Context: an optimization exercise on an open-source flow, tuned for small area, a short achievable clock period and few clock cycles. The choices shown serve that exercise and are no tape-out recipe.
Where RTL was checked, it was by simulation tests only, not by an equivalence proof against the original.
For runs 1, 4, 5 and 9, only the layout was checked, not whether the RTL still works.
Power and IR drop assume default switching activity.

==> design.v <==
package wr_gen_pkg;
  typedef logic [51:0] addr_t;
  typedef logic [31:0] pattern_t;
  typedef logic [8:0] count_t;
  typedef logic [37:0] incr_t;
  typedef logic [2:0] psize_t;
  typedef logic [511:0] line_t;
  typedef logic [63:0] mask_t;
  localparam int LINE_BYTES = 64;
  typedef enum logic [1:0] {
    SEQ_IDLE  = 2'd0,
    SEQ_RUN   = 2'd1,
    SEQ_DRAIN = 2'd2,
    SEQ_DONE  = 2'd3
  } seq_state_t;
endpackage
module wr_gen_top (
  input  logic                 clk,
  input  logic                 reset_n,
  input  logic                 i_start,
  input  wr_gen_pkg::count_t   i_nai,
  input  wr_gen_pkg::pattern_t i_base_p,
  input  wr_gen_pkg::addr_t    i_base_x,
  input  wr_gen_pkg::incr_t    i_rai,
  input  wr_gen_pkg::psize_t   i_pattern_size,
  input  wr_gen_pkg::mask_t    i_byte_mask,
  input  logic                 i_wr_ready,
  output logic                 o_busy,
  output logic                 o_wr_valid,
  output wr_gen_pkg::addr_t    o_wr_addr,
  output wr_gen_pkg::line_t    o_wr_data,
  output wr_gen_pkg::mask_t    o_wr_strb
);
  logic                 busy;
  logic                 valid;
  wr_gen_pkg::count_t   rem;       
  wr_gen_pkg::addr_t    addr;      
  logic [31:0]          lanes_n;   
  wr_gen_pkg::mask_t    mask_n;
  logic [31:0]          lanes;
  logic start_run;
  logic accept;
  logic size1, size2, size4;
  logic [31:0] base_lanes;
  logic [31:0] next_lanes;
  wr_gen_pkg::addr_t addr_next;
  assign start_run = i_start && !busy;
  assign accept    = valid && i_wr_ready;
  assign size1 = (i_pattern_size == 3'd1);
  assign size2 = (i_pattern_size == 3'd2);
  assign size4 = (i_pattern_size == 3'd4);
  always_comb
  begin
    base_lanes = '0;
    if (size1)
      base_lanes = {4{i_base_p[7:0]}};
    else if (size2)
      base_lanes = {2{i_base_p[15:0]}};
    else if (size4)
      base_lanes = i_base_p;
  end
  always_comb
  begin : step_lanes
    logic [7:0]  b0;
    logic [15:0] h0;
    logic [31:0] w0;
    b0 = lanes[7:0] + 1'b1;
    h0 = lanes[15:0] + 1'b1;
    w0 = lanes + 1'b1;
    if (size4)
      next_lanes = w0;
    else if (size2)
      next_lanes = {2{h0}};
    else if (size1)
      next_lanes = {4{b0}};
    else
      next_lanes = '0;
  end
  localparam int RW = 38;   
  localparam int AW = 52;   
  localparam int LV = $clog2(RW);
  logic [RW-1:0] pg_g [LV+1];
  logic [RW-1:0] pg_p [LV+1];
  logic [RW-1:0] half_sum;
  logic [AW-RW-1:0] hi_all;    
  assign pg_g[0]  = addr[RW-1:0] & i_rai;
  assign pg_p[0]  = addr[RW-1:0] ^ i_rai;
  assign half_sum = pg_p[0];
  for (genvar l = 0; l < LV; l++)
  begin : g_level
    for (genvar i = 0; i < RW; i++)
    begin : g_bit
      if ((i >> l) % 2 == 1)
      begin : g_join
        localparam int J = ((i >> l) << l) - 1;
        assign pg_g[l+1][i] = pg_g[l][i] | (pg_p[l][i] & pg_g[l][J]);
        assign pg_p[l+1][i] = pg_p[l][i] & pg_p[l][J];
      end
      else
      begin : g_pass
        assign pg_g[l+1][i] = pg_g[l][i];
        assign pg_p[l+1][i] = pg_p[l][i];
      end
    end
  end
  always_comb
  begin
    hi_all[0] = 1'b1;
    for (int j = 1; j < AW - RW; j++)
      hi_all[j] = hi_all[j-1] & addr[RW+j-1];
  end
  assign addr_next[0] = half_sum[0];
  for (genvar i = 1; i < RW; i++)
  begin : g_sum
    assign addr_next[i] = half_sum[i] ^ pg_g[LV][i-1];
  end
  for (genvar j = 0; j < AW - RW; j++)
  begin : g_hi
    assign addr_next[RW+j] = addr[RW+j] ^ (pg_g[LV][RW-1] & hi_all[j]);
  end
  always_ff @(posedge clk)
  begin
    if (!reset_n)
    begin
      busy  <= 1'b0;
      valid <= 1'b0;
    end
    else if (start_run)
    begin
      busy  <= 1'b1;
      valid <= (i_nai != '0);
    end
    else if (!valid || (accept && (rem == 9'd1)))
    begin
      busy  <= 1'b0;
      valid <= 1'b0;
    end
  end
  always_ff @(posedge clk)
  begin
    if (start_run)
    begin
      rem   <= i_nai;
      addr  <= i_base_x;
      lanes_n <= ~base_lanes;
      mask_n  <= ~i_byte_mask;
    end
    else if (accept)
    begin
      rem   <= rem - 1'b1;
      addr  <= addr_next;
      lanes_n <= ~next_lanes;
    end
  end
  assign o_busy     = busy;
  assign o_wr_valid = valid;
  assign o_wr_addr  = addr;
  assign o_wr_strb  = ~mask_n;
  assign lanes      = ~lanes_n;
  always_comb
  begin
    for (int i = 0; i < wr_gen_pkg::LINE_BYTES; i++)
      o_wr_data[i*8 +: 8] = ~({8{mask_n[i]}} | lanes_n[8*(i%4) +: 8]);
  end
endmodule
==> flow/run.sh <==
#!/bin/bash
# The standard layout, with the port buffers made from buf_1 cells.
export BUFFER_PORTS_ARGS="-buffer_cell sky130_fd_sc_hd__buf_1"
bash standard.sh > standard.log 2>&1
==> standard.sh <==
#!/bin/bash
# synth_recipe.tcl (not shown) runs the flow's synth.tcl, then flattens the netlist and writes it again
# the make line also repeats each setting of config.mk as NAME=value (left out here)
make -C /OpenROAD-flow-scripts/flow DESIGN_CONFIG=/design/flow/config.mk WORK_HOME=/design/flow/orfs CLKGATE_MAP_FILE= SYNTH_SCRIPT=/design/flow/synth_recipe.tcl "${@:-finish}"
==> config.mk <==
export PLATFORM = sky130hd
export DESIGN_NAME = wr_gen_top
export DESIGN_NICKNAME = wr_gen_top
export VERILOG_FILES = /design/flow/design.v
export SDC_FILE = /design/flow/constraint.sdc
export NUM_CORES = 4
export LEC_CHECK = 0
export ABC_CLOCK_PERIOD_IN_PS = 2000
export CAP_MARGIN = 20
export CORE_AREA = 5 5 255 255
export DIE_AREA = 0 0 260 260
export SLEW_MARGIN = 20
==> constraint.sdc <==
create_clock -name core_clock -period 6.0 [get_ports {clk}]
set_input_delay 1.2000 -clock core_clock [delete_from_list [all_inputs] [get_ports {clk}]]
set_output_delay 1.2000 -clock core_clock [all_outputs]
set_load 0.01 [all_outputs]
==> flow_metrics.tcl, run 1 <==
set metrics [dict create \
    holdBufCountCts 0 \
    area_growth_pct 36.3 \
    cp-end-kind "flop" \
    tightest_slew_ns 1.28 \
    synth_nets 1857 \
    initial_core_util_pct 19.2 \
    slowest_delay_ns 0.53 \
    clk_latency_ns 0.49 \
    finalSetupTns_ns 0 \
    ios 832 \
    crit_top_cell "a211oi_1" \
    post-route-min-period_ns 3.99 \
    synth_edf_count 157 \
    cp_top_family "compound AO/OA/AOI/OAI gates" \
    fmax_mhz 251 \
    fin_cells 3171 \
    tritoncts "yes" \
    cts.htree.levels 4 \
    nFillCells 6876 \
    arrival_ns 4.21 \
    cp.buffers_inverters 1 \
    slew_viol_final 0 \
    hp-class "reg2reg" \
    p_leak_nw 6.06 \
    final_nets 2563 \
    grt_max_degree 65 \
    dp.cells 3132 \
    syn_inst 1608 \
    postCtsSetupRepairBufs 0 \
    cts_sinks 159 \
    cp_slowest_cell "a32oi_1" \
    rsz0062_at_grt "no" \
    ant_nets 0 \
    path_cells "buf_1, ha_1, fa_1, a211oi_1, o211ai_2, a32oi_1, a21o_1, o21ai_0, a221o_1, a211oi_1, o31ai_1" \
    clkTransAtPathRegs_ns 0.08 \
    drc 0 \
    p_per_area_nw_per_um2 259 \
    mostFrequentLayoutCell "buf_1" \
    routed_wl_um 70800 \
    cts_max_path_buffers 2 \
    numCtsBuffers 17 \
    required_ns 6.23 \
    fin_crit_sh_pct 66.5 \
    netlist_area_um2 11900 \
    gp_congestion 0.906 \
    via_per_inst 4.58 \
    multi_input_area_um2 5950 \
    drt_iter0_markers 1380 \
    setup_viol 0 \
    seqCellArea_um2 4750 \
    synthFlopType "edfxtp_1" \
    cp-start-kind "primary input" \
    drive_gt1_share_pct 2.71 \
    drt_pass1_iterations 6 \
    final_cell_mix "buf_1, nor2_1, edfxtp_1" \
    dp.final_hpwl_um 55200 \
    die_area_um2 67600 \
    portBuffers 831 \
    grt_pass1_wl_um 95600 \
    drt-wirelength-per-cell_um 22.3 \
    grt-ovfl-total 0 \
    grtUsageTotal_pct 19.5 \
    crit_type "in2reg" \
    status "timing/DRC/antenna clean" \
    path_max_fanout 4 \
    core_um2 61800 \
    ys.warnings.count 3 \
    die_x_um 260 \
    antenna_found_initial 21 \
    ys_ff_latch 159 \
    grt_pass1_vias 13130 \
    ys_seq_area_share_pct 40.0 \
    vias 14520 \
    rows 91 \
    root_buffer "clkbuf_16" \
    skew_ns 0.0161 \
    hold_viol_final 0 \
    peakVddDrop_uv 230 \
    syn-mean-instance-area_um2 7.40 \
    die_h_um 260 \
    slew_headroom_pct 14.9 \
    max_cap_violations 0 \
    cts_resized 0 \
    synthArstFlopShare_pct 0 \
    ys_types 65 \
]
-- report_power, final --
part | leakage (nW) | switching [W] | internal, W
Clock | 0.300 | 0.000555 | 0.000661
Sequential | 1.50 | 0.000273 | 0.00140
Combinational | 4.26 | 0.000839 | 0.000472
-- flip-flops by register name (all words and copies together), names as in the netlist --
register and flops:
addr 52, busy 1, lanes_n 32, mask_n 64
rem 9, valid 1
-- worst min-delay path, delay by kind of cell, from the launching register on --
kind	cells	cell delay, ns
flip-flops	1	0.33
AND/OR/NAND/NOR	2	0.15
-- metrics by stage --
step	utilization, %	total power (W)	cell area, um2	setup slack, ns	hold WS (ns)
CTS	26.2	0.00424	16200	2.02	0.517
global route	26.2	0.00443	16200	1.80	0.549
detailed placement	25.2	0.00299	15600	1.49	0.499
floorplan	-	0.00241	11900	1.67	0.511
global placement	25.2	0.00298	15600	1.50	0.490
finish	26.2	0.00420	16200	2.01	0.521
-- final cells by class --
type                            count  share of cell area, %
Antenna cell                        8                  0.123
Clock buffer                       17                   2.62
Clock inverter                     14                   1.10
Inverter                          153                   3.57
Multi-Input combinational cell   1132                   36.7
Sequential cell                   159                   29.3
Tap cell                          837                   6.45
Timing Repair Buffer              851                   20.2
-- path summary, 6_finish.rpt --
kind	from	endpoint	slack, ns	depth (start not counted)
setup / recovery	i_rai[0]	addr[28]	2.01	11
setup reg to reg	addr[0]	addr[28]	2.39	10
hold reg to reg	busy	busy	0.52	2
hold / removal	busy	busy	0.52	2
-- synthesized netlist by cell type (18+ instances only) --
| cell | count | area share [%] |
|---|---|---|
| inv_1 | 153 | 4.8 |
| a31oi_1 | 18 | 0.95 |
| nor2_1 | 584 | 18 |
| clkbuf_1 | 121 | 3.8 |
| a21oi_1 | 66 | 2.8 |
| edfxtp_1 | 157 | 40 |
| o21ai_0 | 45 | 1.9 |
| ha_1 | 41 | 4.3 |
| buf_1 | 36 | 1.1 |
| nand2_1 | 112 | 3.5 |
| xnor2_1 | 34 | 2.5 |
| xor2_1 | 26 | 1.9 |
-- per-layer routing --
layer	track usage, %	wire length [um]	vias to the layer above
met5	0	110	-
met4	6.72	1870	16
met3	9.09	9490	122
met2	29.3	30700	955
met1	24.9	28600	6794
li1	-	-	6633
-- logic make-up after synthesis --
logic type | Yosys count | share of synthesized area, %
and+or+nand+nor | 798 | 27.6
buffers and inverters | 317 | 10.2
AOI/OAI and AO/OA | 219 | 11.9
DFF | 159 | 40.0
xor gates and xnor gates | 60 | 4.42
adders and majority gates | 47 | 5.32
muxes | 8 | 0.683
==> inputs of run 2 (changes only) <==
--- a/design.v
+++ b/design.v
@@ -35,8 +35,9 @@
   logic                 valid;
   wr_gen_pkg::count_t   rem;       
   wr_gen_pkg::addr_t    addr;      
+  wr_gen_pkg::incr_t    rai;       
   logic [31:0]          lanes_n;   
-  wr_gen_pkg::mask_t    mask_n;
+  wr_gen_pkg::mask_t    mask_n;    
   logic [31:0]          lanes;
   logic start_run;
   logic accept;
@@ -83,8 +84,8 @@
   logic [RW-1:0] pg_p [LV+1];
   logic [RW-1:0] half_sum;
   logic [AW-RW-1:0] hi_all;    
-  assign pg_g[0]  = addr[RW-1:0] & i_rai;
-  assign pg_p[0]  = addr[RW-1:0] ^ i_rai;
+  assign pg_g[0]  = addr[RW-1:0] & rai;
+  assign pg_p[0]  = addr[RW-1:0] ^ rai;
   assign half_sum = pg_p[0];
   for (genvar l = 0; l < LV; l++)
   begin : g_level
@@ -143,7 +144,6 @@
       rem   <= i_nai;
       addr  <= i_base_x;
       lanes_n <= ~base_lanes;
-      mask_n  <= ~i_byte_mask;
     end
     else if (accept)
     begin
@@ -151,6 +151,11 @@
       addr  <= addr_next;
       lanes_n <= ~next_lanes;
     end
+  end
+  always_ff @(posedge clk)
+  begin
+    mask_n <= ~i_byte_mask;
+    rai    <= i_rai;
   end
   assign o_busy     = busy;
   assign o_wr_valid = valid;
==> flow/run.sh (replaced) <==
#!/bin/bash
# The standard layout, with the port buffers made from buf_1 cells and the
# pins allowed one routing track apart, so that they fit on a smaller die.
export BUFFER_PORTS_ARGS="-buffer_cell sky130_fd_sc_hd__buf_1"
export PLACE_PINS_ARGS="-min_distance 1 -min_distance_in_tracks"
bash standard.sh > standard.log 2>&1
==> config.mk (replaced) <==
export PLATFORM = sky130hd
export DESIGN_NAME = wr_gen_top
export DESIGN_NICKNAME = wr_gen_top
export VERILOG_FILES = /design/flow/design.v
export SDC_FILE = /design/flow/constraint.sdc
export NUM_CORES = 4
export LEC_CHECK = 0
export CAP_MARGIN = 20
export CORE_AREA = 5 5 185 185
export DIE_AREA = 0 0 190 190
export SLEW_MARGIN = 20
==> flow_metrics.tcl, run 2 <==
set metrics [dict create \
    ios 832 \
    tritoncts "yes" \
    finalSetupTns_ns 0 \
    largest_reg_flops 64 \
    cts_max_path_buffers 2 \
    grt_pass1_vias 13010 \
    fmax_mhz 282 \
    peakVddDrop_uv 210 \
    hp-class "reg2reg" \
    arrival_ns 3.71 \
    mostFrequentLayoutCell "buf_1" \
    yosysTopAreaCellShare_pct 23.6 \
    dpl_cell_area_um2 15000 \
    ys_top_cells_by_count "nor2_1, inv_1, clkbuf_1, nand2_1, dfxtp_1" \
    reg_top3 "mask_n (64), addr (52), rai (38)" \
    cp-start-kind "flop" \
    antenna_found_initial 7 \
    syn_inst 1629 \
    grt-ovfl-total 0 \
    slew_headroom_pct 36.1 \
    synthArstFlopShare_pct 0 \
    cts.htree.levels 4 \
    final_nets 2576 \
    drt_iter0_markers 984 \
    clkTransAtPathRegs_ns 0.09 \
    fin_area_um2 15600 \
    setup_viol 0 \
    grt_pass1_wl_um 73700 \
    ys_seq_area_share_pct 41.2 \
    synthFlopType "dfxtp_1" \
    fin_ws_ns 2.46 \
    ys_types 57 \
    root_buffer "clkbuf_16" \
    die_x_um 190 \
    rows 66 \
    drt-wirelength-per-cell_um 18.1 \
    crit_type "reg2reg" \
    dp.final_hpwl_um 39600 \
    synth.area.top_cells "edfxtp_1, nor2_1, dfxtp_1" \
    ys.warnings.count 3 \
    yosysTopAreaCell "edfxtp_1" \
    post-route-min-period_ns 3.54 \
    p_per_area_nw_per_um2 269 \
    clk_latency_ns 0.44 \
    skew_ns 0.0214 \
    ys_ff_latch 197 \
    required_ns 6.16 \
    die_area_um2 36100 \
    postCtsSetupRepairBufs 0 \
    place_ws_ns 2.49 \
    p_leak_nw 6.25 \
    slew_viol_final 0 \
    netlist_area_um2 11800 \
    cts_sinks 197 \
    ant_nets 0 \
    fin_crit_sh_pct 59.0 \
    max_cap_violations 0 \
    portBuffers 831 \
    gp_congestion 0.990 \
    synth_edf_count 93 \
    numCtsBuffers 17 \
    core_um2 32300 \
    path_max_fanout 20 \
    die_h_um 190 \
    drc 0 \
    synth_most_common_cell "nor2_1" \
    cp-end-kind "flop" \
    holdBufCountCts 0 \
    area_growth_pct 31.8 \
    drt_pass1_iterations 6 \
    power_w 0.00419 \
    rsz0062_at_grt "no" \
    regMostFlops "mask_n" \
    drive_gt1_share_pct 2.14 \
    hold_viol_final 0 \
    grtUsageTotal_pct 25.6 \
    cts_resized 0 \
    via_per_inst 5.06 \
    initial_core_util_pct 36.7 \
    final_cell_mix "buf_1, nor2_1, inv_1" \
    synth_nets 1878 \
    grt_max_degree 85 \
    status "timing/DRC/antenna clean" \
    syn-mean-instance-area_um2 7.27 \
    tightest_slew_ns 0.956 \
    vias 14117 \
    routed_wl_um 50500 \
]
==> run 2: changes by cell type after synthesis, moves of 6 or more <==
cell	before	now
dfxtp_1	2	104
edfxtp_1	157	93
o21ai_0	45	61
xor2_1	26	40
nand2_1	112	124
o31ai_1	12	2
a31oi_1	18	9
or4_1	12	4
inv_1	153	147
nand3_1	13	7
==> run 2: logic make-up after synthesis <==
kind of cell / share of synthesized area, %
buffers and inverters: 9.82
adders and majority gates: 5.35
xor gates and xnor gates: 5.69
muxes: 0.771
and+or+nand+nor: 26.6
AOI/OAI and AO/OA: 10.6
DFF: 41.2
==> run 2: area by class of cell <==
cell class | instances | area (um2)
antenna | 6 | 15.0
clock buffer | 17 | 425
clock inverter | 15 | 178
fill | 3320 | 16700
inverter | 147 | 552
multi-input combinational | 1125 | 5830
sequential | 197 | 4870
tap | 442 | 553
timing repair buffer | 839 | 3180
==> run 2: path summary, 6_finish.rpt <==
| path | startpoint | depth (start not counted) | to | slack (ns) |
|---|---|---|---|---|
| hold / removal | busy | 2 | busy | 0.56 |
| hold reg to reg | busy | 2 | busy | 0.56 |
| setup reg to reg | lanes_n[2] | 8 | lanes_n[24] | 2.46 |
| setup / recovery | lanes_n[2] | 8 | lanes_n[24] | 2.46 |
==> run 2: power breakdown <==
| part | leakage (nW) | switching [W] | total (W) | internal [W] |
|---|---|---|---|---|
| registers | 1.75 | 0.000236 | 0.00182 | 0.00159 |
| logic | 4.21 | 0.000743 | 0.00120 | 0.000455 |
| clock network | 0.290 | 0.000605 | 0.00117 | 0.000567 |
| total | 6.25 | 0.00158 | 0.00419 | 0.00261 |
==> run 2: metrics by stage <==
step | std cells | util [%] | hold WS, ns
finish | 2788 | 48.3 | 0.564
global route | 2787 | 48.3 | 0.633
CTS | 2782 | 48.3 | 0.564
detailed placement | 2750 | 46.4 | 0.551
global placement | 2750 | 46.4 | 0.551
floorplan | 1629 | - | 0.523
==> run 2: per-layer routing <==
layer | up-vias | wire length (um) | GRT usage [%]
li1 | 6534 | - | -
met1 | 6385 | 18900 | 29.9
met2 | 949 | 23100 | 41.4
met3 | 245 | 5440 | 8.17
met4 | 4 | 3090 | 15.3
met5 | - | 30 | 0
==> run 2: critical path, stage by stage, from the launching register on <==
cell      delay [ns]
edfxtp_1        0.67
nor3_1          0.48
nand4_1         0.27
nor4_1          0.62
nand3b_1        0.35
or3_1           0.44
xnor2_1         0.14
a211oi_1        0.25
a21oi_1         0.06
Testbench counts of run 2, summed over its fixed seeds: cycles 134,802.
==> inputs of run 3 (changes only) <==
--- a/config.mk
+++ b/config.mk
@@ -8,4 +8,5 @@
 export CAP_MARGIN = 20
 export CORE_AREA = 5 5 185 185
 export DIE_AREA = 0 0 190 190
+export SETUP_SLACK_MARGIN = 3.0
 export SLEW_MARGIN = 20
==> flow_metrics.tcl, run 3 <==
set metrics [dict create \
    status "timing/DRC/antenna clean" \
    power.switching_w 0.00164 \
    ant_nets 0 \
    peakVddDrop_uv 163 \
    drive_gt1_share_pct 5.09 \
    gp_congestion 0.975 \
    synth_edf_count 93 \
    ios 832 \
    max_cap_violations 0 \
    p_leak_nw 6.50 \
    internal_power_w 0.00266 \
    p_seq_share_pct 41.7 \
    die_x_um 190 \
    grt_max_degree 87 \
    path_max_fanout 4 \
    root_buffer "clkbuf_16" \
    portBuffers 831 \
    die_h_um 190 \
    initial_core_util_pct 36.7 \
    skew_ns 0.0247 \
    nFillCells 3288 \
    synth_most_common_cell "nor2_1" \
    setup_viol 0 \
    area_growth_pct 36.7 \
    crit_type "reg2reg" \
    core_um2 32300 \
    finalSetupTns_ns 0 \
    holdBufCountCts 0 \
    via_per_inst 5.05 \
    regMostFlops "mask_n" \
    place_ws_ns 2.12 \
    hold_ws_ns 0.621 \
    crit_top_cell "o21ai_4" \
    drt_pass1_iterations 5 \
    clk_latency_ns 0.44 \
    syn_inst 1629 \
    required_ns 6.16 \
    fmax_mhz 325 \
    cts.htree.levels 4 \
    synthArstFlopShare_pct 0 \
    power_frac_comb_pct 31.1 \
    post-route-min-period_ns 3.08 \
    mostFrequentLayoutCell "buf_1" \
    antenna_found_initial 7 \
    path_cells "ha_2, fa_2, a211oi_2, o211ai_1, nand4_1, o21ai_4, o21ai_4, a21boi_2, buf_4, o2111ai_1, xor2_1, o21ai_0" \
    cp-end-kind "flop" \
    grtUsageTotal_pct 26.2 \
    grt-ovfl-total 0 \
    drt_iter0_markers 995 \
    hold_viol_final 0 \
    drt-wirelength-per-cell_um 18.6 \
    pwr-share-clk_pct 27.2 \
    die_area_um2 36100 \
    synthFlopType "dfxtp_1" \
    hp-class "reg2reg" \
    largest_reg_flops 64 \
    fin_ws_ns 2.92 \
    tightest_slew_ns 1.06 \
    grt_pass1_wl_um 74600 \
    netlist_area_um2 11800 \
    ys_ff_latch 197 \
    grt_pass1_vias 13025 \
    rows 66 \
    arrival_ns 3.24 \
    final_cell_mix "buf_1, nor2_1, inv_1" \
    ys.warnings.count 3 \
    fin_crit_sh_pct 51.3 \
    dpl_cell_area_um2 15000 \
    synth_nets 1878 \
    fin_area_um2 16200 \
    final_nets 2612 \
    slew_headroom_pct 29.4 \
    drc 0 \
    routed_wl_um 52600 \
    cts_max_path_buffers 2 \
    tritoncts "yes" \
    yosysTopAreaCellShare_pct 23.6 \
    yosysTopAreaCell "edfxtp_1" \
    cts_sinks 197 \
    slowest_delay_ns 0.40 \
    cp_slowest_cell "edfxtp_1" \
    ys_types 57 \
    ys_top_cells_by_count "nor2_1, inv_1, clkbuf_1, nand2_1, dfxtp_1" \
    slew_viol_final 0 \
    ys_seq_area_share_pct 41.2 \
    dp.final_hpwl_um 39300 \
    switching_share_pct 38.1 \
    syn-mean-instance-area_um2 7.27 \
    p_per_area_nw_per_um2 266 \
    synth.area.top_cells "edfxtp_1, nor2_1, dfxtp_1" \
    clkTransAtPathRegs_ns 0.08 \
    rsz0062_at_grt "yes" \
    cp-start-kind "flop" \
    reg_top3 "mask_n (64), addr (52), rai (38)" \
    numCtsBuffers 17 \
    fin_util_pct 50.2 \
    vias 14277 \
]
run 3: changes by cell type in the layout (fill, tap and decap cells not counted), moves of 3 or more:
cell      before  now
buf_4          8   38
o21ai_0       61   53
o21ai_1        2    8
a21oi_1       67   63
ha_1          41   37
nand2_1      123  119
a21boi_0       5    2
a21oi_2        0    3
ha_4           0    3
nand2_2        0    3
run 3: worst paths after layout:
path              startpoint       end  depth (start not counted)  slack [ns]
hold / removal          busy      busy                          2        0.62
setup reg to reg     addr[0]  addr[42]                         12        2.92
setup / recovery     addr[0]  addr[42]                         12        2.92
hold reg to reg         busy      busy                          2        0.62
run 3: layout make-up:
| cell class | count | area (um2) | area share, % |
|---|---|---|---|
| well taps | 442 | 553 | 3.41 |
| clock inverters | 15 | 183 | 1.13 |
| flip-flops and latches | 197 | 4870 | 30.1 |
| diodes | 7 | 17.5 | 0.108 |
| multi-input cells | 1127 | 6120 | 37.8 |
| repair buffers | 873 | 3470 | 21.4 |
| inverters | 147 | 552 | 3.41 |
| clock buffers | 17 | 425 | 2.63 |
run 3: critical path: cells and delay by family (launching register included):
kind                     cells  cell delay (ns)
AO/OA/AOI/OAI                7             1.26
adder cells (fa/ha/maj)      2             0.58
flip-flops                   1             0.40
AND/OR/NAND/NOR              1             0.26
XOR/XNOR                     1             0.16
buffers and inverters        1             0.15
run 3: power by group through the flow:
stage                     clock network, W  logic, W  registers [W]
final                              0.00117   0.00134        0.00179
after detailed placement                 0   0.00118        0.00185
after floorplan                          0  0.000849        0.00171
after global placement                   0   0.00116        0.00185
after CTS                          0.00121   0.00124        0.00179
after global routing               0.00126   0.00147        0.00182
run 3: kinds of logic after synthesis:
family                   Yosys count  synth area share, %
adder cells (fa/ha/maj)           47                 5.35
AO/OA/AOI/OAI                    208                 10.6
AND/OR/NAND/NOR                  784                 26.6
buffers and inverters            307                 9.82
multiplexers                       9                0.771
XOR/XNOR                          77                 5.69
flip-flops                       197                 41.2
run 3: layer usage:
layer  wire (um)  GRT usage [%]  up-vias
li1            -              -     6619
met1       19400           30.2     6418
met2       24000           42.5      991
met3        5970           8.81      247
met4        3110           15.1        2
met5          18              0        -
run 3: per-stage QoR:
stage	power, W	instances
5_1_grt	0.00454	2823
3_3_place_gp	0.00301	2748
2_1_floorplan	0.00256	1629
3_5_place_dp	0.00303	2748
4_1_cts	0.00424	2803
6_report	0.00430	2825
run 3: timing repair:
| action | 4_1_cts | 5_1_grt |
|---|---|---|
| cloned | 1 | 1 |
| buffers inserted | 22 | 13 |
| endpoints found under the setup margin | 92 | 50 |
| gates resized for setup | 16 | 46 |
| endpoints found under the hold margin | 0 | 0 |
| pin swaps | 7 | 25 |
==> inputs of run 4 (changes only) <==
--- a/design.v
+++ b/design.v
@@ -42,6 +42,7 @@
   logic start_run;
   logic accept;
   logic size1, size2, size4;
+  logic size1_q, size2_q, size4_q;   
   logic [31:0] base_lanes;
   logic [31:0] next_lanes;
   wr_gen_pkg::addr_t addr_next;
@@ -68,11 +69,11 @@
     b0 = lanes[7:0] + 1'b1;
     h0 = lanes[15:0] + 1'b1;
     w0 = lanes + 1'b1;
-    if (size4)
+    if (size4_q)
       next_lanes = w0;
-    else if (size2)
+    else if (size2_q)
       next_lanes = {2{h0}};
-    else if (size1)
+    else if (size1_q)
       next_lanes = {4{b0}};
     else
       next_lanes = '0;
@@ -156,6 +157,9 @@
   begin
     mask_n <= ~i_byte_mask;
     rai    <= i_rai;
+    size1_q <= size1;
+    size2_q <= size2;
+    size4_q <= size4;
   end
   assign o_busy     = busy;
   assign o_wr_valid = valid;
--- a/config.mk
+++ b/config.mk
@@ -8,5 +8,5 @@
 export CAP_MARGIN = 20
 export CORE_AREA = 5 5 185 185
 export DIE_AREA = 0 0 190 190
-export SETUP_SLACK_MARGIN = 3.0
+export SETUP_SLACK_MARGIN = 3.2
 export SLEW_MARGIN = 20
==> flow_metrics.tcl, run 4 <==
set metrics [dict create \
    drive_gt1_share_pct 7.86 \
    synth_compound_area_share_pct 10.8 \
    muxShareOfSynthArea_pct 0.861 \
    grt_pass1_wl_um 75300 \
    timing.rr.start "addr[0]" \
    drc 0 \
    drt_iter0_markers 1063 \
    cts_max_path_buffers 2 \
    tritoncts "yes" \
    dp.cells 2720 \
    fin_cells 2839 \
    synth_top_family_by_area "simple AND/OR/NAND/NOR gates" \
    grt_max_degree 94 \
    rows 66 \
    initial_core_util_pct 36.9 \
    dpl_cell_area_um2 15100 \
    fmax_mhz 323 \
    hp-class "reg2reg" \
    hold_end "busy" \
    dp.final_hpwl_um 38700 \
    grtUsageTotal_pct 26.4 \
    status "timing/DRC/antenna clean" \
    ant_nets 0 \
    rr_worst_depth 13 \
    crit_type "reg2reg" \
    hold_viol_final 0 \
    hold_depth 2 \
    syn-mean-instance-area_um2 7.45 \
    rr_endpoint "addr[15]" \
    vias 14370 \
    holdBufCountCts 0 \
    cp-start-kind "flop" \
    die_area_um2 36100 \
    yosysTopAreaCell "edfxtp_1" \
    gp_congestion 0.950 \
    cp-startpoint "addr[0]" \
    drt-wirelength-per-cell_um 18.5 \
    synthFlopType "dfxtp_1" \
    skew_ns 0.0192 \
    ys_seq_area_share_pct 41.4 \
    root_buffer "clkbuf_16" \
    portBuffers 831 \
    rsz0062_at_grt "yes" \
    routed_wl_um 52600 \
    grt-ovfl-total 0 \
    synthArstFlopShare_pct 0 \
    p_leak_nw 6.75 \
    synth.area.top_cells "edfxtp_1, nor2_1, dfxtp_1" \
    path_max_fanout 3 \
    reg2reg_slack_ns 2.90 \
    arrival_ns 3.25 \
    clkTransAtPathRegs_ns 0.08 \
    max_cap_violations 0 \
    numCtsBuffers 17 \
    area_growth_pct 41.0 \
    p_per_area_nw_per_um2 258 \
    clk_latency_ns 0.43 \
    synth-simple-area-share_pct 26.2 \
    synth_most_common_cell "nor2_1" \
    ys_types 62 \
    die_x_um 190 \
    largest_reg_flops 64 \
    synthAdderAreaFrac_pct 5.31 \
    required_ns 6.15 \
    fin_area_um2 16800 \
    min_from "busy" \
    antenna_found_initial 13 \
    tightest_slew_ns 0.786 \
    ys_top_cells_by_count "nor2_1, inv_1, clkbuf_1" \
    regMostFlops "mask_n" \
    netlist_area_um2 11900 \
    ios 832 \
    hold_ws_ns 0.608 \
    ys_ff_latch 200 \
    ys.warnings.count 3 \
    grt_pass1_vias 13075 \
    syn_inst 1599 \
    via_per_inst 5.06 \
    reg_top3 "mask_n (64), addr (52), rai (38)" \
    final_cell_mix "buf_1, nor2_1, inv_1" \
    core_um2 32300 \
    setup_viol 0 \
    cp-end-kind "flop" \
    synth_xor_area_share_pct 5.73 \
    slew_viol_final 0 \
    yosysTopAreaCellShare_pct 23.4 \
    peakVddDrop_uv 188 \
    finalSetupTns_ns 0 \
    drt_pass1_iterations 6 \
    slew_headroom_pct 47.4 \
    post-route-min-period_ns 3.10 \
    die_h_um 190 \
    cts_sinks 200 \
    synth_edf_count 93 \
    cts.htree.levels 4 \
    fin_crit_sh_pct 51.7 \
    synth_nets 1848 \
    mostFrequentLayoutCell "buf_1" \
    final_nets 2628 \
]
## run 4: cell count changes after synthesis, sizes merged, moves of 5 or more
cell and change:
nand2 -31, a22oi +12, xnor2 +11, xor2 -10
a21o +8, o22ai -8, o21ai -7, nor2 -6
a21oi -5
## run 4: layout make-up
| class | instances | area (um2) |
|---|---|---|
| Multi-Input combinational cell | 1097 | 6200 |
| Clock buffer | 19 | 475 |
| Tap cell | 442 | 553 |
| Fill cell | 3222 | 15500 |
| Inverter | 145 | 544 |
| Antenna cell | 5 | 12.5 |
| Sequential cell | 200 | 4930 |
| Timing Repair Buffer | 918 | 3960 |
| Clock inverter | 13 | 125 |
## run 4: kinds of logic after synthesis
group | after synthesis
AOI/OAI and AO/OA | 205
adders and majority gates | 47
muxes | 10
xor gates and xnor gates | 78
and+or+nand+nor | 757
DFF | 200
buffers and inverters | 302
## run 4: power breakdown
group	internal [W]	switching, W
logic	0.000559	0.000828
registers	0.00160	0.000143
clock network	0.000635	0.000566
## run 4: layer usage
metal	share of wire, %	routed length (um)	vias up	track usage (%)
li1	-	-	6626	-
met1	37	19400	6462	30.4
met2	46	24100	976	42.7
met3	12	6100	290	9.76
met4	5.5	2870	16	14.1
met5	0.23	122	-	0
## run 4: worst max-delay path by stage
stage,endpoint,slack (ns)
2_1_floorplan,lanes_n[30],3.15
3_3_place_gp,lanes_n[30],2.81
3_5_place_dp,lanes_n[30],2.79
4_1_cts,addr[33],3.01
5_1_grt,addr[15],2.78
6_report,addr[15],2.90
## run 4: worst max-delay path: stages, from the launching register on
cell and delay (ns):
edfxtp_1 0.42, ha_2 0.21, fa_2 0.35, a211oi_2 0.25, o211ai_1 0.19, buf_4 0.17, buf_4 0.12, a31o_2 0.22
a21oi_4 0.17, o21ai_4 0.09, a2111oi_2 0.31, nor3_1 0.10, xnor2_1 0.14, o21ai_0 0.09
## run 4: metrics by stage
step	setup WS, ns	power [W]	utilization (%)
finish	2.90	0.00433	52.0
detailed placement	2.79	0.00296	46.8
global placement	2.81	0.00295	46.8
CTS	3.01	0.00424	50.1
global route	2.78	0.00456	52.0
floorplan	3.15	0.00254	-
## run 4: what timing repair did
action,in CTS,in global routing
pin swaps,23,34
resized for setup,18,42
endpoints found under the setup margin,149,231
buffers inserted,44,38
==> inputs of run 5 (changes only) <==
--- a/config.mk
+++ b/config.mk
@@ -5,6 +5,7 @@
 export SDC_FILE = /design/flow/constraint.sdc
 export NUM_CORES = 4
 export LEC_CHECK = 0
+export ABC_AREA = 1
 export CAP_MARGIN = 20
 export CORE_AREA = 5 5 185 185
 export DIE_AREA = 0 0 190 190
==> flow_metrics.tcl, run 5 <==
set metrics [dict create \
    status "timing/DRC/antenna clean" \
    ys_seq_area_share_pct 39.1 \
    antenna_found_initial 16 \
    finalSetupTns_ns 0 \
    ys_ff_latch 200 \
    holdBufCountCts 0 \
    fin_area_um2 17100 \
    crit_type "reg2out" \
    grt-ovfl-total 0 \
    final_cell_mix "buf_1, nor2_1, nand2_1" \
    drive_gt1_share_pct 5.73 \
    hp-class "reg2reg" \
    initial_core_util_pct 39.1 \
    drt_iter0_markers 1315 \
    arrival_ns 1.49 \
    regMostFlops "mask_n" \
    path_cells "buf_12, nor2_1, buf_1" \
    yosysTopAreaCellShare_pct 22.1 \
    fmax_mhz 371 \
    path_max_fanout 9 \
    fin_util_pct 52.9 \
    syn_inst 1899 \
    cts.htree.levels 4 \
    mostFrequentLayoutCell "buf_1" \
    nFillCells 3243 \
    grt_pass1_wl_um 82500 \
    hold_depth 3 \
    final_nets 2908 \
    via_per_inst 5.00 \
    synth_nets 2148 \
    die_x_um 190 \
    grt_max_degree 101 \
    fin_crit_sh_pct 44.9 \
    ys_types 54 \
    hold_viol_final 0 \
    vias 15614 \
    slew_viol_final 0 \
    ys.warnings.count 3 \
    area_growth_pct 35.5 \
    dp.cells 3022 \
    max_cap_violations 0 \
    tightest_slew_ns 0.780 \
    ant_nets 0 \
    root_buffer "clkbuf_16" \
    rr_worst_depth 13 \
    drc 0 \
    largest_reg_flops 64 \
    tritoncts "yes" \
    peakVddDrop_uv 181 \
    grtUsageTotal_pct 28.9 \
    dpl_cell_area_um2 15700 \
    drt-wirelength-per-cell_um 18.2 \
    routed_wl_um 56700 \
    reg_top3 "mask_n (64), addr (52), rai (38)" \
    clkTransAtPathRegs_ns 0.08 \
    dp.final_hpwl_um 42200 \
    gp_congestion 1.05 \
    portBuffers 831 \
    core_um2 32300 \
    rows 66 \
    cp-start-kind "flop" \
    fin_cells 3120 \
    rsz0062_at_grt "no" \
    yosysTopAreaCell "edfxtp_1" \
    cp_slowest_cell "edfxtp_1" \
    synth_most_common_cell "nor2_1" \
    cts_max_path_buffers 2 \
    setup_viol 0 \
    synthArstFlopShare_pct 0 \
    clk_latency_ns 0.44 \
    p_leak_nw 7.60 \
    slew_headroom_pct 48.0 \
    ios 832 \
    slowest_delay_ns 0.56 \
    synth.area.top_cells "edfxtp_1, nor2_1, dfxtp_1" \
    worstSetupPathDepth 3 \
    die_h_um 190 \
    skew_ns 0.0155 \
    numCtsBuffers 17 \
    die_area_um2 36100 \
    required_ns 4.80 \
    cp_top_family "flip-flops" \
    drt_pass1_iterations 6 \
    cp.buffers_inverters 2 \
    synthFlopType "dfxtp_1" \
    p_per_area_nw_per_um2 245 \
    netlist_area_um2 12600 \
    post-route-min-period_ns 2.69 \
    ys_top_cells_by_count "nor2_1, nand2_1, inv_1" \
    synth_edf_count 93 \
    hold_ws_ns 0.620 \
    cp-end-kind "primary output" \
    grt_pass1_vias 14296 \
    cts_sinks 200 \
    syn-mean-instance-area_um2 6.64 \
]
## run 5: cell types whose count changed after synthesis, sizes merged, moves of 15 or more
cell,change
nand2,+212
inv,+121
nand3,+70
xnor2,-39
nor2,+37
a21o,-15
## run 5: final timing paths
path	from	endpoint	slack [ns]
setup / recovery	lanes_n[31]	o_wr_data[447]	3.31
hold / removal	rai[0]	addr[0]	0.62
setup reg to reg	addr[0]	addr[33]	3.36
hold reg to reg	rai[0]	addr[0]	0.62
## run 5: routing by layer
layer  track usage [%]  routed length (um)  part of all wire [%]
met5                 0                 139                  0.25
met4              15.8                3550                   6.3
met3              12.9                7590                    13
met2              43.8               24400                    43
met1              34.4               20900                    37
## run 5: logic make-up after synthesis
family	count (synthesis)	share of synthesized area, %
AOI/OAI and AO/OA	170	7.72
xor gates and xnor gates	27	1.88
adders and majority gates	47	5.02
buffers and inverters	421	13.0
DFF	200	39.1
and+or+nand+nor	1034	33.3
## run 5: where the power goes
part / internal, W / total, W / leakage, nW / switching [W]
Clock: 0.000567 / 0.00110 / 0.277 / 0.000532
Sequential: 0.00160 / 0.00173 / 1.77 / 0.000133
Combinational: 0.000480 / 0.00137 / 5.54 / 0.000885
## run 5: through the flow
step	total power [W]	setup WS, ns
CTS	0.00415	3.19
global route	0.00443	3.19
detailed placement	0.00300	2.58
finish	0.00419	3.31
floorplan	0.00256	3.26
global placement	0.00299	2.58
## run 5: what timing repair did
action | in CTS | in global routing
resized for setup | 2 | 8
endpoints found under the setup margin | 173 | 206
setup buffers | 36 | 24
## run 5: tightest hold or removal path: cells and delay by family (launching register included)
kind | cells | cell delay, ns
fa+ha+maj | 1 | 0.11
flops | 1 | 0.31
simple gates | 2 | 0.10
## run 5: cell type report
cell class                 count  area (um2)  share of cell area (%)
multi-input combinational   1278        6090                    35.6
clock buffer                  22         474                    2.78
sequential                   200        4930                    28.9
inverter                     266        1000                    5.86
timing repair buffer         896        3960                    23.2
antenna                        6        15.0                  0.0879
tap                          442         553                    3.24
clock inverter                10        65.1                   0.381
==> inputs of run 6 (changes only) <==
--- a/design.v
+++ b/design.v
@@ -66,9 +66,9 @@
     logic [7:0]  b0;
     logic [15:0] h0;
     logic [31:0] w0;
-    b0 = lanes[7:0] + 1'b1;
-    h0 = lanes[15:0] + 1'b1;
-    w0 = lanes + 1'b1;
+    b0 = lanes[7:0] + accept;
+    h0 = lanes[15:0] + accept;
+    w0 = lanes + accept;
     if (size4_q)
       next_lanes = w0;
     else if (size2_q)
@@ -140,18 +140,23 @@
   end
   always_ff @(posedge clk)
   begin
-    if (start_run)
+    if (!busy)
     begin
       rem   <= i_nai;
       addr  <= i_base_x;
-      lanes_n <= ~base_lanes;
     end
     else if (accept)
     begin
       rem   <= rem - 1'b1;
       addr  <= addr_next;
+    end
+  end
+  always_ff @(posedge clk)
+  begin
+    if (!busy)
+      lanes_n <= ~base_lanes;
+    else
       lanes_n <= ~next_lanes;
-    end
   end
   always_ff @(posedge clk)
   begin
==> flow_metrics.tcl, run 6 <==
set metrics [dict create \
    status "timing/DRC/antenna clean" \
    grtUsageTotal_pct 29.1 \
    fmax_mhz 361 \
    drt_iter0_markers 1249 \
    hp-class "reg2reg" \
    rsz0062_at_grt "no" \
    ant_nets 0 \
    globalRouteMet1Util_pct 35.0 \
    skew_ns 0.0166 \
    post-route-min-period_ns 2.77 \
    ys_ff_latch 200 \
    tightest_slew_ns 1.05 \
    final_cell_mix "buf_1, nor2_1, nand2_1" \
    cts_max_path_buffers 2 \
    die_h_um 190 \
    setup_viol 0 \
    max_cap_violations 0 \
    clk_latency_ns 0.45 \
    clkTransAtPathRegs_ns 0.08 \
    core_um2 32300 \
    gp_congestion 1.06 \
    slew_headroom_pct 29.7 \
    required_ns 6.36 \
    synth_edf_count 61 \
    root_buffer "clkbuf_16" \
    die_area_um2 36100 \
    routed_wl_um 56100 \
    reg_top3 "mask_n (64), addr (52), rai (38)" \
    busiest_layer "met2" \
    seqCellArea_um2 4650 \
    yosysTopAreaCellShare_pct 22.5 \
    synthArstFlopShare_pct 0 \
    tritoncts "yes" \
    ios 832 \
    cts.htree.levels 4 \
    path_max_fanout 12 \
    hold_viol_final 0 \
    p_leak_nw 7.22 \
    numCtsBuffers 17 \
    drc 0 \
    portBuffers 831 \
    cp-start-kind "primary input" \
    mostFrequentLayoutCell "buf_1" \
    syn-mean-instance-area_um2 6.47 \
    drt-wirelength-per-cell_um 18.2 \
    rows 66 \
    final_nets 2869 \
    nFillCells 3384 \
    slew_viol_final 0 \
    via_per_inst 5.04 \
    drt_pass1_iterations 18 \
    initial_core_util_pct 38.4 \
    grt-ovfl-total 0 \
    arrival_ns 3.13 \
    ys_seq_area_share_pct 37.2 \
    grt_pass1_vias 14262 \
    yosysTopAreaCell "dfxtp_1" \
    holdBufCountCts 0 \
    syn_inst 1915 \
    cts_sinks 200 \
    multi_input_area_um2 6230 \
    finalSetupTns_ns 0 \
    use_met2_pct 43.7 \
    drive_gt1_share_pct 5.02 \
    grt_pass1_wl_um 82200 \
    vias 15541 \
    peakVddDrop_uv 204 \
    area_growth_pct 30.8 \
    p_per_area_nw_per_um2 247 \
    largest_reg_flops 64 \
    fin_crit_sh_pct 46.1 \
    synthFlopType "dfxtp_1" \
    ys.warnings.count 3 \
    cp-end-kind "flop" \
    ys_top_cells_by_count "nor2_1, nand2_1, inv_1" \
    ys_types 55 \
    synth_most_common_cell "nor2_1" \
    grt_max_degree 78 \
    die_x_um 190 \
    synth_nets 2165 \
    synth.area.top_cells "dfxtp_1, nor2_1, edfxtp_1" \
    regMostFlops "mask_n" \
    crit_type "in2reg" \
    netlist_area_um2 12400 \
    dp.final_hpwl_um 42100 \
    grt_use_met3_pct 12.7 \
    antenna_found_initial 14 \
    hold_ws_ns 0.632 \
]
run 6: cell count changes after synthesis, sizes merged, moves of 3 or more:
cell / change
dfxtp: +32
inv: -6
or2: +9
nand3: +19
o21ai: -15
buf: -9
nand2: +3
edfxtp: -32
xor2: +3
clkbuf: +10
run 6: final timing paths:
kind / slack, ns / depth (start not counted) / start / end
worst max-delay path: 3.23 / 7 / i_pattern_size[1] / lanes_n[1]
worst min-delay path: 0.63 / 3 / rai[0] / addr[0]
worst max register to register: 3.33 / 5 / size4_q / lanes_n[22]
worst min register to register: 0.63 / 3 / rai[0] / addr[0]
run 6: worst max-delay path, stage by stage:
cell	delay, ns
buf_1	0.19
nor3_4	0.10
inv_1	0.28
nand2_2	0.24
nor2_2	0.60
inv_1	0.26
a32oi_1	0.25
run 6: power by group:
group | leakage (nW) | switching [W] | total, W | internal, W
clock network | 0.266 | 0.000568 | 0.00115 | 0.000585
logic | 5.15 | 0.000692 | 0.00108 | 0.000386
registers | 1.80 | 0.000242 | 0.00177 | 0.00153
run 6: cells by family after synthesis:
group | Yosys count | share of synthesized area [%]
compound gates | 156 | 7.25
fa+ha+maj | 48 | 5.21
flops | 200 | 37.2
buf+inv | 415 | 13.0
simple gates | 1065 | 35.2
xor+xnor | 31 | 2.19
run 6: layout make-up:
class / instances / area share (%)
multi-input cells: 1300 / 38.4
well taps: 442 / 3.41
clock buffers: 18 / 2.65
repair buffers: 841 / 19.8
clock inverters: 14 / 0.857
flip-flops and latches: 200 / 28.7
diodes: 7 / 0.108
inverters: 259 / 6.00
run 6: layer usage:
| layer | routed length [um] | share of wire, % |
|---|---|---|
| met1 | 21300 | 38 |
| met2 | 24300 | 43 |
| met3 | 6840 | 12 |
| met4 | 3520 | 6.3 |
| met5 | 113 | 0.20 |
run 6: per-stage QoR:
step | utilization (%) | area (um2) | power, W | instances | setup WS (ns)
finish | 50.2 | 16200 | 0.00400 | 3081 | 3.23
global route | 50.2 | 16200 | 0.00423 | 3079 | 3.20
CTS | 49.8 | 16100 | 0.00400 | 3068 | 3.20
detailed placement | 47.9 | 15500 | 0.00284 | 3036 | 2.24
global placement | 47.9 | 15500 | 0.00283 | 3036 | 2.36
floorplan | - | 12400 | 0.00241 | 1915 | 3.31
run 6: timing repair:
| action | 4_1_cts | 5_1_grt |
|---|---|---|
| setup buffers | 0 | 5 |
| setup endpoints to repair | 315 | 133 |
| gates resized for setup | 26 | 19 |
| pin swaps | 0 | 1 |
Testbench counts of run 6, summed over its fixed seeds: cycles 134,802.
==> inputs of run 7 (changes only) <==
--- a/config.mk
+++ b/config.mk
@@ -9,5 +9,5 @@
 export CAP_MARGIN = 20
 export CORE_AREA = 5 5 185 185
 export DIE_AREA = 0 0 190 190
-export SETUP_SLACK_MARGIN = 3.2
+export SETUP_SLACK_MARGIN = 3.8
 export SLEW_MARGIN = 20
==> flow_metrics.tcl, run 7 <==
set metrics [dict create \
    ys_seq_area_share_pct 37.2 \
    portBuffers 831 \
    grt-ovfl-total 11 \
    netlist_area_um2 12400 \
    numCtsBuffers 17 \
    synth_most_common_cell "nor2_1" \
    cts_max_path_buffers 2 \
    grtUsageTotal_pct 35.7 \
    yosysTopAreaCell "dfxtp_1" \
    synth_nets 2165 \
    synthArstFlopShare_pct 0 \
    grt_pass1_wl_um 99400 \
    lastStage "global routing (5_1_grt)" \
    die_x_um 190 \
    cts_sinks 200 \
    synthFlopType "dfxtp_1" \
    synth.area.top_cells "dfxtp_1, nor2_1, edfxtp_1" \
    yosysTopAreaCellShare_pct 22.5 \
    gp_congestion 0.999 \
    syn-mean-instance-area_um2 6.47 \
    root_buffer "clkbuf_16" \
    ys.warnings.count 3 \
    ys_top_cells_by_count "nor2_1, nand2_1, inv_1" \
    dp.final_hpwl_um 44200 \
    firstError "[ERROR GRT-0116] Global routing finished with congestion. Check the congestion regions in the DRC Viewer." \
    ys_types 55 \
    grt_max_degree 60 \
    ys_ff_latch 200 \
    initial_core_util_pct 38.4 \
    holdBufCountCts 0 \
    cts.htree.levels 4 \
    synth_edf_count 61 \
    grt_pass1_vias 17357 \
    dpl_cell_area_um2 15600 \
    die_h_um 190 \
    rows 66 \
    status "stopped before the end" \
    syn_inst 1915 \
    ios 832 \
]
==> run 7: cell counts after synthesis <==
No cell type changed its count.
==> run 7: per-layer routing <==
metal | track usage (%) | GRT overflow
met3 | 15.2 | 0
met1 | 40.5 | 0
met4 | 24.9 | 0
met2 | 54.1 | 11
met5 | 1.37 | 0
==> run 7: worst max-delay path by stage <==
stage,startpoint,end,slack (ns),depth (start not counted)
after global placement,i_pattern_size[0],lanes_n[3],2.56,10
after CTS,lanes_n[21],o_wr_data[181],3.55,3
after detailed placement,i_pattern_size[0],lanes_n[3],2.50,10
after floorplan,i_wr_ready,lanes_n[19],3.42,14
==> run 7: metrics by stage <==
stage	hold WS [ns]	setup slack (ns)	instances
global placement	0.627	2.56	3038
floorplan	0.594	3.42	1915
CTS	0.638	3.55	3224
detailed placement	0.624	2.50	3038
==> run 7: power groups by stage <==
stage / registers, W / clock network [W] / logic [W]
after CTS: 0.00168 / 0.00123 / 0.00157
after detailed placement: 0.00180 / 0 / 0.00105
after global placement: 0.00180 / 0 / 0.00104
after floorplan: 0.00163 / 0 / 0.000790
==> run 7: logic make-up after synthesis <==
logic type	after synthesis	share of synthesized area (%)
XOR/XNOR	31	2.19
flip-flops	200	37.2
adder cells (fa/ha/maj)	48	5.21
AO/OA/AOI/OAI	156	7.25
buffers and inverters	415	13.0
AND/OR/NAND/NOR	1065	35.2
==> run 7: repair_timing <==
action,CTS
resized for setup,1003
setup endpoints to repair,758
cloned,4
pin swaps,206
setup buffers,150
==> inputs of run 8 (changes only) <==
--- a/config.mk
+++ b/config.mk
@@ -9,5 +9,5 @@
 export CAP_MARGIN = 20
 export CORE_AREA = 5 5 185 185
 export DIE_AREA = 0 0 190 190
-export SETUP_SLACK_MARGIN = 3.8
+export SETUP_SLACK_MARGIN = 3.5
 export SLEW_MARGIN = 20
==> flow_metrics.tcl, run 8 <==
set metrics [dict create \
    hp-class "reg2reg" \
    synthArstFlopShare_pct 0 \
    ys_types 55 \
    cts.htree.levels 4 \
    status "timing/DRC/antenna clean" \
    max_cap_violations 0 \
    muxShareOfSynthArea_pct 0 \
    synth_top_family_by_area "simple AND/OR/NAND/NOR gates" \
    synth_nets 2165 \
    slew_viol_final 0 \
    area_growth_pct 36.5 \
    synth.area.top_cells "dfxtp_1, nor2_1, edfxtp_1" \
    fin_crit_sh_pct 41.9 \
    fmax_mhz 398 \
    synth_compound_area_share_pct 7.25 \
    p_per_area_nw_per_um2 245 \
    gp_congestion 1.05 \
    final_cell_mix "buf_1, nor2_1, nand2_1" \
    rr_worst_depth 13 \
    tritoncts "yes" \
    tightest_slew_ns 0.813 \
    routed_wl_um 58100 \
    drive_gt1_share_pct 9.28 \
    drt_pass1_iterations 24 \
    power_w 0.00415 \
    grt_pass1_vias 14451 \
    rsz0062_at_grt "yes" \
    reg_top3 "mask_n (64), addr (52), rai (38)" \
    fin_ws_ns 3.48 \
    drt_iter0_markers 1581 \
    required_ns 4.80 \
    cp-start-kind "flop" \
    ios 832 \
    die_h_um 190 \
    die_x_um 190 \
    via_per_inst 5.09 \
    regMostFlops "mask_n" \
    initial_core_util_pct 38.4 \
    slew_headroom_pct 45.7 \
    synth_xor_area_share_pct 2.19 \
    cts_max_path_buffers 2 \
    reg2reg_slack_ns 3.58 \
    root_buffer "clkbuf_16" \
    synth-simple-area-share_pct 35.2 \
    ys_seq_area_share_pct 37.2 \
    grtUsageTotal_pct 29.8 \
    final_nets 2887 \
    grt-ovfl-total 0 \
    post-route-min-period_ns 2.52 \
    hold_viol_final 0 \
    finalSetupTns_ns 0 \
    syn_inst 1915 \
    core_um2 32300 \
    p_leak_nw 7.52 \
    grt_max_degree 49 \
    arrival_ns 1.32 \
    synthAdderAreaFrac_pct 5.21 \
    place_ws_ns 2.45 \
    ys.warnings.count 3 \
    yosysTopAreaCellShare_pct 22.5 \
    setup_viol 0 \
    drc 0 \
    netlist_area_um2 12400 \
    drt-wirelength-per-cell_um 18.7 \
    rows 66 \
    clkTransAtPathRegs_ns 0.08 \
    grt_pass1_wl_um 84400 \
    die_area_um2 36100 \
    largest_reg_flops 64 \
    vias 15788 \
    cp-end-kind "primary output" \
    crit_type "reg2out" \
    clk_latency_ns 0.45 \
    ant_nets 0 \
    skew_ns 0.0162 \
    peakVddDrop_uv 220 \
    dp.final_hpwl_um 43100 \
    numCtsBuffers 17 \
    synth_most_common_cell "nor2_1" \
    ys_ff_latch 200 \
    hold_depth 3 \
    synthFlopType "dfxtp_1" \
    ys_top_cells_by_count "nor2_1, nand2_1, inv_1" \
    synth_edf_count 61 \
    portBuffers 831 \
    syn-mean-instance-area_um2 6.47 \
    path_max_fanout 9 \
    antenna_found_initial 10 \
    yosysTopAreaCell "dfxtp_1" \
    mostFrequentLayoutCell "buf_1" \
    cts_sinks 200 \
]
-- run 8: cell counts after synthesis --
No cell type changed its count.
-- run 8: where the power goes --
part	internal, W	switching (W)	leakage, nW
combinational	0.000442	0.000736	5.42
sequential	0.00153	0.000243	1.81
clock	0.000638	0.000566	0.295
total	0.00261	0.00154	7.52
-- run 8: cell families (layout without fill, tap and decap cells) --
family | count (synthesis) | count (layout)
flip-flops | 200 | 200
other | 0 | 8
AO/OA/AOI/OAI | 156 | 156
buffers and inverters | 415 | 1150
AND/OR/NAND/NOR | 1065 | 1065
adder cells (fa/ha/maj) | 48 | 48
XOR/XNOR | 31 | 31
-- run 8: path summary, 6_finish.rpt --
| path | start | endpoint |
|---|---|---|
| max | lanes_n[10] | o_wr_data[394] |
| min | rai[0] | addr[0] |
| max reg2reg | addr[0] | addr[33] |
| min reg2reg | rai[0] | addr[0] |
-- run 8: critical path, cell delays in order, from the launching register on --
cell     delay [ns]
dfxtp_4        0.36
buf_4          0.19
nor2_1         0.11
buf_1          0.20
-- run 8: cell type report --
class / count / area (um2)
well taps: 442 / 553
diodes: 8 / 20.0
clock buffers: 21 / 483
clock inverters: 11 / 126
multi-input cells: 1300 / 6550
repair buffers: 859 / 3450
fillers: 3311 / 15400
inverters: 259 / 977
flip-flops and latches: 200 / 4760
-- run 8: repair_timing --
| action | CTS | global route |
|---|---|---|
| cloned | 0 | 1 |
| gates resized for setup | 83 | 106 |
| pin swaps | 5 | 12 |
| setup endpoints to repair | 582 | 210 |
| hold buffers | 0 | 0 |
| buffers inserted | 8 | 14 |
-- run 8: routing by layer --
metal	track usage [%]	part of all wire, %	up-vias
met2	45.0	44	1165
met5	0.962	0.046	-
met1	36.2	38	6980
li1	-	-	7293
met3	12.4	12	346
met4	15.7	6.2	4
-- run 8: per-stage QoR --
step	hold slack [ns]	utilization, %	cell area (um2)	cells
floorplan	0.594	-	12500	1915
global placement	0.625	48.1	15500	3037
detailed placement	0.630	48.1	15500	3037
CTS	0.643	50.8	16400	3077
global route	0.687	52.4	16900	3097
finish	0.636	52.4	16900	3100
==> inputs of run 9 (changes only) <==
--- a/design.v
+++ b/design.v
@@ -37,7 +37,7 @@
   wr_gen_pkg::addr_t    addr;      
   wr_gen_pkg::incr_t    rai;       
   logic [31:0]          lanes_n;   
-  wr_gen_pkg::mask_t    mask_n;    
+  wr_gen_pkg::mask_t    mask;      
   logic [31:0]          lanes;
   logic start_run;
   logic accept;
@@ -46,6 +46,7 @@
   logic [31:0] base_lanes;
   logic [31:0] next_lanes;
   wr_gen_pkg::addr_t addr_next;
+  wr_gen_pkg::count_t rem_next;
   assign start_run = i_start && !busy;
   assign accept    = valid && i_wr_ready;
   assign size1 = (i_pattern_size == 3'd1);
@@ -63,20 +64,22 @@
   end
   always_comb
   begin : step_lanes
-    logic [7:0]  b0;
-    logic [15:0] h0;
-    logic [31:0] w0;
-    b0 = lanes[7:0] + accept;
-    h0 = lanes[15:0] + accept;
-    w0 = lanes + accept;
-    if (size4_q)
-      next_lanes = w0;
-    else if (size2_q)
-      next_lanes = {2{h0}};
-    else if (size1_q)
-      next_lanes = {4{b0}};
-    else
-      next_lanes = '0;
+    logic       step;
+    logic [3:0] cin;      
+    logic [7:0] ones;     
+    step   = accept && (size1_q || size2_q || size4_q);
+    cin[0] = 1'b1;
+    cin[1] = size1_q || (&lanes[7:0]);
+    cin[2] = !size4_q || (&lanes[15:0]);
+    cin[3] = size1_q || (size2_q && (&lanes[7:0])) || (&lanes[23:0]);
+    for (int b = 0; b < 4; b++)
+    begin
+      ones[0] = 1'b1;
+      for (int i = 1; i < 8; i++)
+        ones[i] = ones[i-1] && lanes[8*b+i-1];
+      for (int i = 0; i < 8; i++)
+        next_lanes[8*b+i] = lanes[8*b+i] ^ (step && cin[b] && ones[i]);
+    end
   end
   localparam int RW = 38;   
   localparam int AW = 52;   
@@ -141,15 +144,26 @@
   always_ff @(posedge clk)
   begin
     if (!busy)
+      addr  <= i_base_x;
+    else if (accept)
+      addr  <= addr_next;
+  end
+  always_comb
+  begin : step_rem
+    logic zeros;   
+    zeros = 1'b1;
+    for (int i = 0; i < $bits(rem); i++)
     begin
-      rem   <= i_nai;
-      addr  <= i_base_x;
+      rem_next[i] = rem[i] ^ (accept && zeros);
+      zeros = zeros && !rem[i];
     end
-    else if (accept)
-    begin
-      rem   <= rem - 1'b1;
-      addr  <= addr_next;
-    end
+  end
+  always_ff @(posedge clk)
+  begin
+    if (!busy)
+      rem <= i_nai;
+    else
+      rem <= rem_next;
   end
   always_ff @(posedge clk)
   begin
@@ -160,7 +174,7 @@
   end
   always_ff @(posedge clk)
   begin
-    mask_n <= ~i_byte_mask;
+    mask   <= i_byte_mask;
     rai    <= i_rai;
     size1_q <= size1;
     size2_q <= size2;
@@ -169,11 +183,11 @@
   assign o_busy     = busy;
   assign o_wr_valid = valid;
   assign o_wr_addr  = addr;
-  assign o_wr_strb  = ~mask_n;
+  assign o_wr_strb  = mask;
   assign lanes      = ~lanes_n;
   always_comb
   begin
     for (int i = 0; i < wr_gen_pkg::LINE_BYTES; i++)
-      o_wr_data[i*8 +: 8] = ~({8{mask_n[i]}} | lanes_n[8*(i%4) +: 8]);
+      o_wr_data[i*8 +: 8] = ~({8{~mask[i]}} | lanes_n[8*(i%4) +: 8]);
   end
 endmodule
==> flow_metrics.tcl, run 9 <==
set metrics [dict create \
    regMostFlops "mask" \
    yosysTopAreaCellShare_pct 26.6 \
    status "timing/DRC/antenna clean" \
    power.switching_w 0.00163 \
    syn_inst 1651 \
    cts.htree.levels 4 \
    setup_viol 0 \
    ys_top_cells_by_count "nor2_1, nand2_1, inv_1" \
    area_growth_pct 42.9 \
    routed_wl_um 57200 \
    core_um2 32300 \
    rsz0062_at_grt "yes" \
    finalSetupTns_ns 0 \
    cp-start-kind "flop" \
    largest_reg_flops 64 \
    synth-simple-area-share_pct 36.3 \
    required_ns 4.80 \
    cp_slowest_cell "dfxtp_4" \
    ys_seq_area_share_pct 40.6 \
    yosysTopAreaCell "dfxtp_1" \
    slowest_delay_ns 0.41 \
    mostFrequentLayoutCell "buf_1" \
    synth_nets 1902 \
    rows 66 \
    grtUsageTotal_pct 29.3 \
    tritoncts "yes" \
    cts_max_path_buffers 2 \
    ys_ff_latch 200 \
    power_w 0.00426 \
    reg_top3 "mask (64), addr (52), rai (38)" \
    drive_gt1_share_pct 13.3 \
    wl_met3_um 7100 \
    fin_crit_sh_pct 42.2 \
    syn-mean-instance-area_um2 6.75 \
    synth_xor_area_share_pct 1.57 \
    netlist_area_um2 11100 \
    grt_max_degree 78 \
    clk_latency_ns 0.45 \
    final_cell_mix "buf_1, nor2_1, nand2_1" \
    die_h_um 190 \
    fmax_mhz 395 \
    pwr-share-clk_pct 28.5 \
    portBuffers 831 \
    clkTransAtPathRegs_ns 0.07 \
    grt_pass1_wl_um 82000 \
    hp-class "reg2reg" \
    drt-wirelength-per-cell_um 19.8 \
    gp_congestion 1.12 \
    ys_types 45 \
    top_layer "met5" \
    hold_viol_final 0 \
    cp-end-kind "primary output" \
    synthFlopType "dfxtp_1" \
    drc 0 \
    path_cells "buf_6, nor2_1, buf_1" \
    slew_headroom_pct 46.8 \
    path_max_fanout 11 \
    fin_util_pct 49.3 \
    switching_share_pct 38.2 \
    skew_ns 0.0165 \
    initial_core_util_pct 34.5 \
    holdBufCountCts 0 \
    ios 832 \
    crit_type "reg2out" \
    final_nets 2685 \
    slew_viol_final 0 \
    tightest_slew_ns 0.798 \
    p_seq_share_pct 41.0 \
    peakVddDrop_uv 206 \
    synth_most_common_cell "nor2_1" \
    synth_edf_count 52 \
    ys.warnings.count 3 \
    wl_met1_um 20800 \
    max_cap_violations 0 \
    synthAdderAreaFrac_pct 5.91 \
    root_buffer "clkbuf_16" \
    grt-ovfl-total 0 \
    synth_compound_area_share_pct 6.68 \
    dp.final_hpwl_um 43500 \
    numCtsBuffers 17 \
    grt_pass1_vias 13817 \
    muxShareOfSynthArea_pct 0.0899 \
    post-route-min-period_ns 2.53 \
    via_per_inst 5.05 \
    drt_iter0_markers 1115 \
    vias 14613 \
    cts_sinks 200 \
    drt_pass1_iterations 6 \
    arrival_ns 1.33 \
    power_frac_comb_pct 30.5 \
    die_area_um2 36100 \
    antenna_found_initial 11 \
    p_leak_nw 7.20 \
    cp.buffers_inverters 2 \
    wl_met2_um 24600 \
    die_x_um 190 \
    internal_power_w 0.00263 \
    synth.area.top_cells "dfxtp_1, nor2_1, edfxtp_1" \
    ant_nets 0 \
    synthArstFlopShare_pct 0 \
    synth_top_family_by_area "simple AND/OR/NAND/NOR gates" \
    p_per_area_nw_per_um2 268 \
    cp_top_family "flip-flops" \
]
[run 9: cell count changes after synthesis, sizes merged, moves of 13 or more]
cell,delta
nor2,-35
a21oi,-18
nand3,-25
clkbuf,-61
xor2,-13
inv,-91
[run 9: power by group through the flow]
| stage | sequential (W) | combinational (W) | clock (W) |
|---|---|---|---|
| after global placement | 0.00175 | 0.00115 | 0 |
| after CTS | 0.00173 | 0.00118 | 0.00125 |
| after global routing | 0.00177 | 0.00141 | 0.00130 |
| after floorplan | 0.00164 | 0.000782 | 0 |
| final | 0.00175 | 0.00130 | 0.00121 |
| after detailed placement | 0.00176 | 0.00115 | 0 |
[run 9: repair_timing]
action                     CTS  global route
pin swaps                    2             8
setup endpoints to repair  566           232
setup buffers                4            12
resized for setup           93           196
gates cloned                 0             1
[run 9: cell families after synthesis]
family | after synthesis
compound gates | 127
xor+xnor | 20
mux | 1
fa+ha+maj | 49
simple gates | 999
flops | 200
buf+inv | 255
[run 9: cell type report]
type                    instances  area [um2]
flip-flops and latches        200        4650
repair buffers                850        3460
inverters                     168         634
clock buffers                  18         439
clock inverters                14         161
fillers                      3381       16400
diodes                          5        12.5
multi-input cells            1197        6010
well taps                     442         553
[run 9: layer usage]
metal  vias up  GRT usage, %
li1       6713             -
met5         -          1.10
met1      6540          33.6
met3       360          13.6
met4        12          19.5
met2       988          43.4
[run 9: metrics by stage]
| stage | setup WS, ns | hold slack (ns) | cells | instance area (um2) |
|---|---|---|---|---|
| after global routing | 3.41 | 0.501 | 2894 | 15900 |
| final | 3.47 | 0.479 | 2894 | 15900 |
| after global placement | 2.81 | 0.460 | 2840 | 14500 |
| after CTS | 3.48 | 0.483 | 2876 | 15300 |
| after floorplan | 3.53 | 0.446 | 1651 | 11100 |
| after detailed placement | 2.80 | 0.473 | 2840 | 14500 |
[run 9: final timing paths]
check,start,end,slack (ns),depth (start not counted)
worst min-delay path,rem[7],rem[7],0.48,2
worst max-delay path,lanes_n[20],o_wr_data[84],3.47,3
worst min register to register,rem[7],rem[7],0.48,2
worst max register to register,addr[33],addr[39],3.51,9
[run 9: worst min-delay path: stages (launching register included)]
cell and delay (ns):
dfxtp_1 0.31, nand2_1 0.06, a31oi_1 0.06

==> afterwards: timing with drivers on the ports <==
The flow's constraints put no driver on any port. The routed layouts listed below were extracted and timed again, unchanged, in two steps.
Step 1: set_driving_cell puts a clkbuf_16 on clk and a buf_2 on each other input, an assumption about the parent block.
Step 2 also shifts input and output timing later by t, the mid clock arrival at the registers, as if the neighbouring blocks saw the same clock.
Three values: ideal, step 1, step 2; two values: the first two.
run	t, ns	setup slack, ns	worst setup path at the end	worst register clock-pin slew, ns	worst data-port slew with drivers (ns)
run 1	0.543	2.013 / 2.051 / 1.508	input to register	0.08 / 0.08	0.17
run 2	0.477	2.458 / 2.458 / 2.448	input to register	0.09 / 0.09	0.10
run 3	0.478	2.921 / 2.921 / 2.657	input to register	0.09 / 0.09	0.09
run 4	0.474	2.900 / 2.900 / 2.868	input to register	0.09 / 0.09	0.12
run 5	0.480	3.308 / 3.258 / 2.925	input to register	0.08 / 0.08	0.17
run 6	0.498	3.233 / 3.188 / 2.762	input to register	0.08 / 0.08	0.20
run 8	0.502	3.485 / 3.426 / 3.050	input to register	0.09 / 0.09	0.21
run 9	0.495	3.470 / 3.413 / 3.144	input to register	0.08 / 0.08	0.15
After both steps setup and hold are still met in every run listed. For run 1, which loses most, drivers alone change the setup slack by +0.038 ns; drivers and shift together by -0.505 ns.
